Source: an optimization exercise on an open RTL-to-GDS flow (aim: small area, a short achievable clock period and few clock cycles). Production flows keep margins and buffers that such runs may drop.
Where RTL was checked, it was by simulation tests only, not by an equivalence proof against the original.
Power figures rest on the tool's default switching activity, not on a simulated workload.

run A:
## line_rasterizer_interpolated
module line_rasterizer_interpolated
#(
    parameter int COORD_BITS = 6,
    parameter int DEPTH_BITS = 16,
    parameter int FRAC_BITS  = 16
) (
    input  wire logic                 aclk,
    input  wire logic                 aresetn,
    input  wire logic                 s_tvalid,
    output logic                      s_tready,
    input  wire logic [((2*(2*COORD_BITS+DEPTH_BITS+32)+7)/8)*8-1:0] s_tdata,
    output logic                      m_tvalid,
    input  wire logic                 m_tready,
    output logic [((2*COORD_BITS+DEPTH_BITS+32+7)/8)*8-1:0] m_tdata,
    output logic                      m_tlast
);
For scale: ~190 I/O pins.
Settings: LEC_CHECK=0, CAP_MARGIN=5, CORE_MARGIN=2, CORE_UTILIZATION=40, CTS_CLUSTER_DIAMETER=80, CTS_CLUSTER_SIZE=24, SETUP_SLACK_MARGIN=4.45, SLEW_MARGIN=5; clock period 7.5 ns.
standard.sh (not shown) runs the stock make flow with config.mk's settings and CLKGATE_MAP_FILE= SYNTH_SCRIPT=/design/flow/synth_recipe.tcl, a recipe that flattens the netlist after the stock synthesis.
==> flow/flow/run.sh <==
#!/bin/bash
# Standard layout, with two changes: the port buffers are made from plain
# buffers (sky130_fd_sc_hd__buf_2) instead of the delay buffers buffer_ports
# picks, and clock tree synthesis adds no dummy loads.
set -euo pipefail
export BUFFER_PORTS_ARGS="-buffer_cell sky130_fd_sc_hd__buf_2"
export CTS_ARGS="-sink_clustering_enable -repair_clock_nets -buf_list sky130_fd_sc_hd__clkbuf_8 -sink_clustering_size 16 -sink_clustering_max_diameter 60 -dont_use_dummy_load"
bash standard.sh > standard.log 2>&1
Testbench counts of run A, summed over its fixed seeds: cycles 38,956.
> inputs changed (run A -> run B)
==> flow/flow/run.sh <==
#!/bin/bash
# Standard layout, with two changes: the port buffers are made from plain
# buffers (sky130_fd_sc_hd__buf_2) instead of the delay buffers buffer_ports
# picks, and clock tree synthesis adds no dummy loads.
set -euo pipefail
export BUFFER_PORTS_ARGS="-buffer_cell sky130_fd_sc_hd__buf_2"
export CTS_ARGS="-sink_clustering_enable -repair_clock_nets -sink_clustering_size 24 -sink_clustering_max_diameter 80 -dont_use_dummy_load"
bash standard.sh > standard.log 2>&1
==> run summary <==
Changes observed in run B relative to run A: overall power went up about 4%, stage delay of the slowest cell on the critical path held. [run B vs run A] fmax: lower in run B. Sort run B and run A by routing usage on met2, ascending, and run A comes first. The area growth from synthesis to layout reported for run B is greater than that of run A by 0.52 points. Comparing run B with run A, the number of global-route vias before repair came out essentially unchanged. Per the comparison of run B with run A, sequential share of layout area barely changed; setup slack went down 0.011 ns; post-route cell area grew by about 0.45%.
The following lists how run C was set up differently from run B:
- SETUP_SLACK_MARGIN: 4.45 -> 4.55
--- outcome ---
Count of clock-buffer cells in the layout for run C is higher than for run B. Relative to run B, combinational power has gone up in run C. Run C reached the final stage; the timing, DRC and antenna checks on its layout passed. Diff run B -> run C: share of the final layout cell area in multi-input gates closely matched the old numbers, number of buffers created by CTS increased by 3.4% relative to the old numbers, total power increased by about 2.2% relative to the old numbers, area growth from synthesis to layout increased by 3.1 points relative to the old numbers, sequential share of layout area decreased by 0.82 points relative to the old numbers. When run C is measured against run B, its length of routed wiring on met1 turns out 2.3% higher.
The following lists how run D was set up differently from run C:
- swapping 40 for 50 in CORE_UTILIZATION
- swapping 4.55 for 4.45 in SETUP_SLACK_MARGIN
### Flow results
Delta (run D minus run C): filler-free cell count of the finished design decreased by about 5.6% relative to the old numbers; worst setup slack shows an increase of 0.012 ns; total power decreased by about 0.4% relative to the old numbers. The final reports for run D and run C show core utilization higher in the former. Met3 layer wire length in the routed design: run C and run D compared, higher one is run C. Between run C and run D, the share of power burned in combinational logic is higher for run C. On clock group share of total power, the lower figure sits with run C, not run D. Relative to run C, area of the die decreased by 20% in run D. In the metrics for run C and run D, the one carrying the lower post-placement cell count is run D. Delta (run D minus run C): global-route usage increased 4.9 points, wire length decreased 1.7%.


## nickel
Another version of the RTL of line_rasterizer_interpolated (not shown whole).
Size in the first run: ~3000 cells after synthesis, ~190 I/O pins, roughly 30000 sq um of cells after synthesis.
export LEC_CHECK = 0
export CAP_MARGIN = 5
export CORE_MARGIN = 2
export CORE_UTILIZATION = 40
export CTS_CLUSTER_DIAMETER = 80
export CTS_CLUSTER_SIZE = 24
export SETUP_SLACK_MARGIN = 4.3
export SLEW_MARGIN = 5
create_clock -name core_clock -period 7.5 [get_ports {aclk}]
==> flow/flow/run.sh <==
#!/bin/bash
# Standard layout, with two changes: the port buffers are made from plain
# buffers (sky130_fd_sc_hd__buf_2) instead of the delay buffers buffer_ports
# picks, and clock tree synthesis adds no dummy loads.
set -euo pipefail
export BUFFER_PORTS_ARGS="-buffer_cell sky130_fd_sc_hd__buf_2"
export CTS_ARGS="-sink_clustering_enable -repair_clock_nets -buf_list sky130_fd_sc_hd__clkbuf_8 -sink_clustering_size 16 -sink_clustering_max_diameter 60 -dont_use_dummy_load"
bash standard.sh > standard.log 2>&1
Per the final summary, nickel finished and its layout is clean on timing, DRC and antenna.
Testbench counts of nickel, summed over its fixed seeds: cycles 38,956.
#### Input delta (zinc over nickel)
- changing SETUP_SLACK_MARGIN from 4.3 to 4.45
--- a/flow/flow/run.sh
+++ b/flow/flow/run.sh
@@ -6,3 +6,3 @@
 export BUFFER_PORTS_ARGS="-buffer_cell sky130_fd_sc_hd__buf_2"
-export CTS_ARGS="-sink_clustering_enable -repair_clock_nets -buf_list sky130_fd_sc_hd__clkbuf_8 -sink_clustering_size 16 -sink_clustering_max_diameter 60 -dont_use_dummy_load"
+export CTS_ARGS="-sink_clustering_enable -repair_clock_nets -sink_clustering_size 24 -sink_clustering_max_diameter 80 -dont_use_dummy_load"
 bash standard.sh > standard.log 2>&1
==> run summary <==
Share of the clock period used by the worst path after layout came out lower on zinc than on nickel.
Compared with nickel, zinc shows a lower switching share of power.
| overall power consumption | zinc vs nickel | 5.4% higher |
Looking only at routed wire length, and setting everything else aside, the higher value of nickel and zinc goes to zinc.
Inputs modified between zinc and pepper:
- SETUP_SLACK_MARGIN: 4.45 -> 4.2
--- a/flow/flow/run.sh
+++ b/flow/flow/run.sh
@@ -6,3 +6,3 @@
 export BUFFER_PORTS_ARGS="-buffer_cell sky130_fd_sc_hd__buf_2"
-export CTS_ARGS="-sink_clustering_enable -repair_clock_nets -sink_clustering_size 24 -sink_clustering_max_diameter 80 -dont_use_dummy_load"
+export CTS_ARGS="-sink_clustering_enable -repair_clock_nets -buf_list sky130_fd_sc_hd__clkbuf_8 -sink_clustering_size 16 -sink_clustering_max_diameter 60 -dont_use_dummy_load"
 bash standard.sh > standard.log 2>&1
==> comparison <==
- When pepper is set beside zinc, its worst-case reg-to-reg path depth turns out to be 1 smaller.
- Looking at highest fanout seen on the critical path, pepper sits above zinc.
- Sequential fraction of design power (lower): zinc
- Clock edge transition at the registers on the reported setup and hold paths across zinc and pepper: no real change.
- Relative to zinc, the number of nets in the layout measured on pepper has decreased by a few percent.
- The final instance area of pepper falls short of that of zinc by about 6%.
- Of zinc and pepper, the run reporting the higher number of antenna violations at the first check in global routing was zinc.
Input-level comparison between willow and pepper:
- changing SETUP_SLACK_MARGIN from 4.2 to 4.55
## What came out
willow vs. pepper: final critical path time including I/O delays and setup lost 51 ps; worst-skew pair later-pin latency fell by 20 ps; worst endpoint data arrival time shows a reduction of 150 ps. Compared with pepper, in willow wire length of the first global-routing pass saw an increase; share of power burned in the clock network saw a decrease; final design utilization saw an increase.


line_rasterizer_interpolated again, from the RTL that the note above started with.
==> flow/config.mk <==
export PLATFORM = sky130hd
export DESIGN_NAME = line_rasterizer_interpolated
export DESIGN_NICKNAME = line_rasterizer_interpolated
export VERILOG_FILES = /design/flow/design.v
export SDC_FILE = /design/flow/constraint.sdc
export NUM_CORES = 4
export LEC_CHECK = 0
export CAP_MARGIN = 5
export CORE_MARGIN = 2
export CORE_UTILIZATION = 40
export CTS_CLUSTER_DIAMETER = 80
export CTS_CLUSTER_SIZE = 24
export SETUP_SLACK_MARGIN = 4.2
export SLEW_MARGIN = 5
==> flow/constraint.sdc <==
create_clock -name core_clock -period 7.5 [get_ports {aclk}]
set_input_delay 1.5000 -clock core_clock [delete_from_list [all_inputs] [get_ports {aclk}]]
set_output_delay 1.5000 -clock core_clock [all_outputs]
set_load 0.01 [all_outputs]
==> flow/flow/run.sh <==
#!/bin/bash
# Standard layout (the standard.sh, unchanged synthesis), with two changes:
# - the port buffers are plain buffers (sky130_fd_sc_hd__buf_2) instead of the
#   delay buffers buffer_ports picks by default;
# - clock tree synthesis uses clkbuf_8 buffers, sink clusters of up to 16
#   sinks within 60 um, and no dummy loads (CTS_ARGS replaces the CTS_CLUSTER_*
#   settings of config.mk).
# All tool output goes to standard.log here; ORFS also keeps its per-step logs
# under orfs/logs.
set -euo pipefail
export BUFFER_PORTS_ARGS="-buffer_cell sky130_fd_sc_hd__buf_2"
export CTS_ARGS="-sink_clustering_enable -repair_clock_nets -buf_list sky130_fd_sc_hd__clkbuf_8 -sink_clustering_size 12 -sink_clustering_max_diameter 50 -dont_use_dummy_load"
bash standard.sh > standard.log 2>&1
The starting point completed with no timing, DRC or antenna violations.
Testbench counts at the start, summed over its fixed seeds: cycles 38,956.
==> next run, changes <==
==> flow/flow/run.sh (replaced) <==
#!/bin/bash
# Standard layout, with two changes: the port buffers are made from plain
# buffers (sky130_fd_sc_hd__buf_2) instead of the delay buffers buffer_ports
# picks, and clock tree synthesis adds no dummy loads.
set -euo pipefail
export BUFFER_PORTS_ARGS="-buffer_cell sky130_fd_sc_hd__buf_2"
export CTS_ARGS="-sink_clustering_enable -repair_clock_nets -buf_list sky130_fd_sc_hd__clkbuf_8 -sink_clustering_size 16 -sink_clustering_max_diameter 60 -dont_use_dummy_load"
bash standard.sh > standard.log 2>&1
--- a/flow/config.mk
+++ b/flow/config.mk
@@ -11,4 +11,4 @@
 export CTS_CLUSTER_DIAMETER = 80
 export CTS_CLUSTER_SIZE = 24
-export SETUP_SLACK_MARGIN = 4.2
+export SETUP_SLACK_MARGIN = 4.35
 export SLEW_MARGIN = 5
What happened: The new run passed the timing, DRC and antenna checks. Register-to-register slack improves by 0.07 ns. Via count rises by 0.62%. Area after synthesis stays the same. Final area grows by 1.3%. Clock skew goes down by 0.015 ns. Global-route usage hardly moves. Die area is unchanged. Setup slack improves by 0.080 ns.


Another version of the RTL of line_rasterizer_interpolated (not shown whole).
Size: ~3300 cells after synthesis, about 400 flip-flops, roughly 190 I/O pins, roughly 32000 sq um of cells after synthesis.
## line_rasterizer_interpolated
module line_rasterizer_interpolated
#(
    parameter int COORD_BITS = 6,
    parameter int DEPTH_BITS = 16,
    parameter int FRAC_BITS  = 16
) (
    input  wire logic                 aclk,
    input  wire logic                 aresetn,
    input  wire logic                 s_tvalid,
    output logic                      s_tready,
    input  wire logic [((2*(2*COORD_BITS+DEPTH_BITS+32)+7)/8)*8-1:0] s_tdata,
    output logic                      m_tvalid,
    input  wire logic                 m_tready,
    output logic [((2*COORD_BITS+DEPTH_BITS+32+7)/8)*8-1:0] m_tdata,
    output logic                      m_tlast
);
    localparam int C      = COORD_BITS;
    localparam int CW     = lri_pkg::CHAN_W;
    localparam int NC     = lri_pkg::NUM_COLOR;
    localparam int PT_W   = 2*C + DEPTH_BITS + lri_pkg::COLOR_W;
    localparam int OUT_W  = ((2*C + DEPTH_BITS + NC*CW + 7) / 8) * 8;
    localparam int E_W    = C + 2;
    localparam int N_INT  = DEPTH_BITS/2 - 1;
    localparam int C_INT0 = N_INT - CW/2;      
    logic [C-1:0] xa, ya, xb, yb;
    assign xa = s_tdata[C-1:0];
    assign ya = s_tdata[2*C-1:C];
    assign xb = s_tdata[PT_W+C-1:PT_W];
    assign yb = s_tdata[PT_W+2*C-1:PT_W+C];
    logic st_idle, st_geo, st_int, st_rdy, st_z2, st_hold;
    logic [2:0] cnt_reg;
    logic       cint_reg;              
    logic [C-1:0] adx_reg, ady_reg;
    logic         xgt_reg, ygt_reg;
    logic [C-1:0] span_reg, spanm1_reg, nmin_reg;
    logic [C+1:0] span3_reg;
    logic         span32_reg, xmaj_reg, swap_reg, up_reg;
    logic         xmaj_c, swap_c, up_c;
    logic [C-1:0] span_c, nmin_c;
    logic [C+1:0] span3_c;
    logic [2:0]   span_sm;
    always_comb begin
        xmaj_c  = ady_reg < adx_reg;
        swap_c  = xmaj_c ? xgt_reg : ygt_reg;
        span_c  = xmaj_c ? adx_reg : ady_reg;
        nmin_c  = xmaj_c ? ady_reg : adx_reg;
        for (int k = 0; k < 3; k++)
            span_sm[k] = xmaj_c ? (adx_reg == C'(k+1)) : (ady_reg == C'(k+1));
        span3_c = {2'b00, span_c} + {1'b0, span_c, 1'b0};
        up_c    = xmaj_c ? (swap_c ? ygt_reg : !ygt_reg)
                         : (swap_c ? xgt_reg : !xgt_reg);
    end
    logic vld_reg, last_reg, pend_reg;
  ...
clock: 7.5 ns
lec_check: 0
cap_margin: 20
core_margin: 2
core_utilization: 40
setup_slack_margin: 4.2
slew_margin: 20
run.sh (not shown) runs the stock make flow with config.mk's settings and CLKGATE_MAP_FILE= SYNTH_SCRIPT=/design/flow/synth_recipe.tcl, a recipe that flattens the netlist after the stock synthesis.
Stock flow here: none of the scripts above is used.
Then changed:
Settings changed: SETUP_SLACK_MARGIN 4.2 to 4.0.
Result:
- first-iteration DRC count grows by 16%
- sequential share of layout area is higher by 0.91 points
- non-clock buffer count shrinks by 54
No run of this note included a check of the RTL's function; only the layout flow was run.


run 1:
Another version of the RTL of line_rasterizer_interpolated (not shown whole).
Size in the first run: roughly 400 flip-flops, ~190 I/O pins, about 32000 µm² of cells after synthesis.
Settings: LEC_CHECK=0, CAP_MARGIN=5, CORE_MARGIN=2, CORE_UTILIZATION=40, CTS_CLUSTER_DIAMETER=80, CTS_CLUSTER_SIZE=24, PLACE_DENSITY=0.75, SETUP_SLACK_MARGIN=4.1, SLEW_MARGIN=5; clock period 7.5 ns.
standard.sh (not shown) runs the stock make flow with config.mk's settings and CLKGATE_MAP_FILE= SYNTH_SCRIPT=/design/flow/synth_recipe.tcl, a recipe that flattens the netlist after the stock synthesis.
==> flow/flow/run.sh <==
#!/bin/bash
# Standard layout, with the port buffers made from plain buffers
# (sky130_fd_sc_hd__buf_2) instead of the delay buffers buffer_ports picks.
set -euo pipefail
export BUFFER_PORTS_ARGS="-buffer_cell sky130_fd_sc_hd__buf_2"
bash standard.sh > standard.log 2>&1
Testbench counts of run 1, summed over its fixed seeds: cycles 38,956.
diff inputs: run 1 => run 2
- PLACE_DENSITY: 0.75 -> unset
==> flow/flow/run.sh <==
#!/bin/bash
# Standard layout, with two changes: the port buffers are made from plain
# buffers (sky130_fd_sc_hd__buf_2) instead of the delay buffers buffer_ports
# picks, and clock tree synthesis adds no dummy loads.
set -euo pipefail
export BUFFER_PORTS_ARGS="-buffer_cell sky130_fd_sc_hd__buf_2"
export CTS_ARGS="-sink_clustering_enable -repair_clock_nets -sink_clustering_size 24 -sink_clustering_max_diameter 80 -dont_use_dummy_load"
bash standard.sh > standard.log 2>&1
==> comparison <==
Run 2 completed; timing, DRC and antenna clean
Per-cell routed wire length, run 2 vs run 1: up by a few percent
Sort run 2 and run 1 by leakage power of the design, ascending, and run 2 comes first.
Diff run 1 -> run 2: clock network power decreased 17%; first-pass GRT wire length increased 1.3%.
On synthesized flop and latch total, run 2 tracks run 1 almost exactly.
Looking at final hold slack across both flows, run 2 is the weaker of the two, with run 1 ahead.
In run 2 relative to run 1, cell-internal power had gone down by a few percent.
The following lists how run 3 was set up differently from run 2:
==> flow/flow/run.sh <==
#!/bin/bash
# Standard layout, with the port buffers made from plain buffers
# (sky130_fd_sc_hd__buf_2) instead of the delay buffers buffer_ports picks.
set -euo pipefail
export BUFFER_PORTS_ARGS="-buffer_cell sky130_fd_sc_hd__buf_2"
bash standard.sh > standard.log 2>&1
## What came out
- Fraction of power consumed by combinational cells in run 3 is 1.6 points lower than in run 2
- For overall fraction of global-route tracks in use, run 3 and run 2 come out practically identical.
- Delta (run 3 minus run 2): number of standard cells in the layout, taps in and fillers out grew by 26, combinational cell power level.
- From run 2 to run 3, number of clock sinks did not move at all.
- | slew at the pin with the worst max-slew slack | run 3 vs run 2 | 0.017 ns higher |

==> re-timing with driven ports <==
The results above use ideal ports. As a check the final layouts listed here were re-extracted and re-timed, cells and wires unchanged. Step 1: set_driving_cell puts a clkbuf_16 on aclk and a buf_2 on each other input, an assumption about the parent block. Step 2 times the ports against the registers' clock, not the clock port: input delays grow and output delays shrink by t, the midpoint of the rising clock arrivals with the driver on. Slacks: ideal ports / drivers / drivers and shift; pairs: ideal ports / drivers.
run | t (ns) | setup slack, ns | worst register clock-pin slew, ns | worst data-port slew with drivers (ns) | pins driven straight from the clock port
run A | 0.671 | 4.359 / 4.366 / 3.694 | 0.11 / 0.11 | 0.08 | 1
run B | 0.648 | 4.348 / 4.363 / 3.715 | 0.10 / 0.10 | 0.08 | 1
run C | 0.651 | 4.335 / 4.364 / 3.712 | 0.11 / 0.11 | 0.10 | 1
run D | 0.663 | 4.347 / 4.352 / 3.689 | 0.10 / 0.10 | 0.07 | 1
nickel | 0.668 | 4.311 / 4.324 / 3.655 | 0.11 / 0.11 | 0.15 | 1
zinc | 0.659 | 4.337 / 4.337 / 3.701 | 0.10 / 0.10 | 0.13 | 1
pepper | 0.682 | 4.276 / 4.276 / 3.639 | 0.12 / 0.12 | 0.07 | 1
willow | 0.662 | 4.327 / 4.337 / 3.674 | 0.11 / 0.11 | 0.13 | 1
the first run of note 3 | 0.716 | 4.268 / 4.303 / 3.588 | 0.09 / 0.09 | 0.07 | 1
the second run of note 3 | 0.686 | 4.348 / 4.337 / 3.650 | 0.12 / 0.12 | 0.14 | 1
the first run of note 4 | 0.646 | 4.157 / 4.149 / 3.503 | 0.06 / 0.06 | 0.09 | 1
the second run of note 4 | 0.648 | 4.006 / 4.046 / 3.398 | 0.07 / 0.07 | 0.14 | 1
run 1 | 0.669 | 4.054 / 4.054 / 3.598 | 0.10 / 0.10 | 0.06 | 1
run 2 | 0.656 | 4.106 / 4.106 / 3.575 | 0.10 / 0.10 | 0.09 | 1
run 3 | 0.679 | 4.120 / 4.120 / 3.583 | 0.10 / 0.10 | 0.09 | 1
After both steps setup and hold are still met in every run listed. The setup slack of the second run of note 3, which loses most, moves by -0.011 ns with the drivers and by -0.698 ns with both steps.
